What follows belongs to an exercise in optimizing a design on an open flow for small area and a short achievable clock period; a production flow would make more cautious choices.
The RTL was checked by simulation tests, not by an equivalence proof against the original design.
No activity file was given, so power comes from the tool's default toggle rates.

Setup of JK:
// decodeStage
module decodeStage (
	input wire logic                CLK,
	input wire logic                RESET,
	input wire logic                freeze,
	input wire decodePkg::instr_t   instr,
	input wire decodePkg::word_t    pca,          
	input wire decodePkg::word_t    cia,          
	input wire decodePkg::word_t    exResult,
	input wire logic                memWriteEn,
	input wire decodePkg::regAddr_t memWriteReg,
	input wire decodePkg::word_t    memData,
	input wire logic                wbWriteEn,
	input wire decodePkg::regAddr_t wbWriteReg,
	input wire decodePkg::word_t    wbData,
	output logic                    takenBranch,
	output decodePkg::word_t        nextPc,
	output decodePkg::word_t        aOut,
	output decodePkg::word_t        bOut,
	output decodePkg::word_t        storeData,
	output decodePkg::regAddr_t     writeReg,
	output logic                    writeBack,
	output logic                    memRead,
	output logic                    memWrite,
	output logic                    memToReg,
	output decodePkg::aluOp_t       aluOp,
	output decodePkg::shamt_t       shamt
);
	decodePkg::word_t opA;
	decodePkg::word_t rtValue;
	decodePkg::aluOp_t      ctrlAluOp;
	logic        ctrlRegWrite;
	logic        ctrlMemRead;
	logic        ctrlMemWrite;
	logic        ctrlMemToReg;
	logic        ctrlAluSrc;
	logic        ctrlLink;
	logic        ctrlJump;
	logic        ctrlJumpReg;
	decodePkg::branchCond_t ctrlBranchCond;
	decodePkg::regAddr_t    ctrlWriteReg;
	decodePkg::word_t       ctrlImm;
	instrDecoder decoder (
		.instr (instr),
		.aluOp      (ctrlAluOp),
		.regWrite   (ctrlRegWrite),
		.memRead    (ctrlMemRead),
		.memWrite   (ctrlMemWrite),
		.memToReg   (ctrlMemToReg),
  ...
Size in the first run: ~3300 cells after synthesis, about 1100 flip-flops, ~51000 sq um of cells after synthesis.
==> flow/config.mk <==
export PLATFORM = sky130hd
export DESIGN_NAME = decodeStage
export DESIGN_NICKNAME = decodeStage
export VERILOG_FILES = /design/flow/design.v
export SDC_FILE = /design/flow/constraint.sdc
export NUM_CORES = 4
export LEC_CHECK = 0
export CAP_MARGIN = 20
export CORE_MARGIN = 2
export CORE_UTILIZATION = 50
export CTS_BUF_LIST = sky130_fd_sc_hd__clkbuf_8
export GPL_TIMING_DRIVEN = 1
export SETUP_SLACK_MARGIN = 1.0
export SLEW_MARGIN = 20
export SYNTH_HIERARCHICAL = 1
==> flow/constraint.sdc <==
create_clock -name core_clock -period 8.0 [get_ports {CLK}]
set_input_delay 1.6000 -clock core_clock [delete_from_list [all_inputs] [get_ports {CLK}]]
set_output_delay 1.6000 -clock core_clock [all_outputs]
set_load 0.01 [all_outputs]
standard.sh (not shown) runs the stock make flow with config.mk's settings and CLKGATE_MAP_FILE= SYNTH_SCRIPT=/design/flow/synth_recipe.tcl, a recipe that flattens the netlist after the stock synthesis.
==> flow/flow/run.sh <==
#!/bin/bash
# Standard layout, except that the port buffers are the smallest plain buffer
# (the resizer still upsizes any that need more drive).
set -euo pipefail
bash standard.sh synth > flow_synth.log 2>&1
bash standard.sh "BUFFER_PORTS_ARGS=-buffer_cell sky130_fd_sc_hd__buf_1" finish > flow_layout.log 2>&1
JK finished all stages; the layout is clean.
For MS, these inputs were changed with respect to JK:
Settings: swapping 20 for 40 in CAP_MARGIN; swapping 1.0 for 0.5 in SETUP_SLACK_MARGIN; swapping 20 for 40 in SLEW_MARGIN.
## What came out
Going from JK to MS, the fraction of power consumed by sequential logic was found to have gone down by 0.2 points. Against JK, MS reports a final-layout clock buffer total that is higher. Sequential share of layout area delta for MS relative to JK: 1.1 points higher. Sort MS and JK by fraction of cell area in non-clock buffers, descending, and JK comes first.
### MS -> AL
Settings: swapping 40 for 20 in SLEW_MARGIN; swapping 1 for 0 in GPL_TIMING_DRIVEN; swapping 0.5 for 1.0 in SETUP_SLACK_MARGIN; swapping 40 for 20 in CAP_MARGIN.
Notes after the runs:
STATUS run=AL STAGES=ALL_DONE FINAL_CHECKS=FAILED CAUSE=max-capacitance violations, max-slew violations
Summary of AL over MS: global-route track usage on met1 decreased by 0.58 points relative to the old numbers; number of logic stages on the critical path including buffering decreased by 3 relative to the old numbers; number of buffers other than clock buffers in the final layout increased by 10% relative to the old numbers; sequential share of layout area decreased by 2.9 points relative to the old numbers.
AL against MS: power went up; final worst slack shows a reduction of 0.0035 ns.
Cmp AL and MS / area growth from synthesis to final layout / higher: AL
| global-route track usage on met3 | AL vs MS | 0.58 points higher |
Taking MS as the reference point, the proportion of power drawn by the clock network of AL falls by 0.7 points.
Any difference in maximum frequency between MS and AL is small enough to ignore.
#### Input delta (TR over AL)
Settings: changing SLEW_MARGIN from 20 to 40; changing CAP_MARGIN from 20 to 40; changing GPL_TIMING_DRIVEN from 0 to 1.
Results
- TR reached the end of the flow, and the finished layout is clean on the timing, DRC and antenna checks.
- Routability congestion estimate in TR vs AL: up 0.024
- The global-route wire length before repair number comes out lower for TR vs AL.
- Per the comparison of TR with AL, sequential share of layout area now sits higher, detailed-route via count shows a reduction of 1.0%, first-iteration DRC count moved down, worst slack after detailed placement grew by 1.56 ns, pin count of the biggest net entering global routing now larger.
- TR vs. AL: total met3 wirelength after detailed routing level, cell area went down by about 2.5%.
- On total of clock buffers placed in the layout, the lower figure sits with TR, not AL.
- | met1 wire length | lower: AL |
Input changes introduced in PW (baseline for comparison: TR):
Settings: swapping 1.0 for 2.0 in SETUP_SLACK_MARGIN.
- NOTE: final core area utilization in PW exceeds that of TR
- The run showing the smaller global-route met3 utilization is TR.
- Changes observed in PW relative to TR: share of power burned in registers decreased 0.6 points, worst setup slack went down, width of the die held steady.

[static timing again, ports no longer ideal]
Ports are ideal in the flow. The routed layouts listed here were re-timed in OpenROAD.
Step 1 (the two cells are an assumption about what drives the block):
set clk [get_ports {CLK}]
set_driving_cell -lib_cell sky130_fd_sc_hd__clkbuf_16 $clk
set_driving_cell -lib_cell sky130_fd_sc_hd__buf_2 [delete_from_list [all_inputs] $clk]
Step 2 moves the port delays by t, midway between the first and last clock arrival at a register: inputs arrive t later, outputs are due t later. That takes back most of the time a late clock gives input paths.
Three values: ideal, step 1, step 2; two values: the first two.
run | shift t [ns] | slack for setup (ns) | worst register clock-pin slew, ns
JK | 0.925 | 0.549 / 0.525 / 0.525 | 0.07 / 0.07
MS | 0.922 | 0.509 / 0.483 / 0.483 | 0.07 / 0.07
AL | 0.949 | 0.505 / 0.419 / 0.419 | 0.07 / 0.07
TR | 0.918 | 0.705 / 0.679 / 0.679 | 0.07 / 0.07
PW | 0.955 | 0.701 / 0.648 / 0.648 | 0.07 / 0.07
The setup slack of AL, which loses most, moves by -0.086 ns with the drivers and by -0.086 ns with both steps.
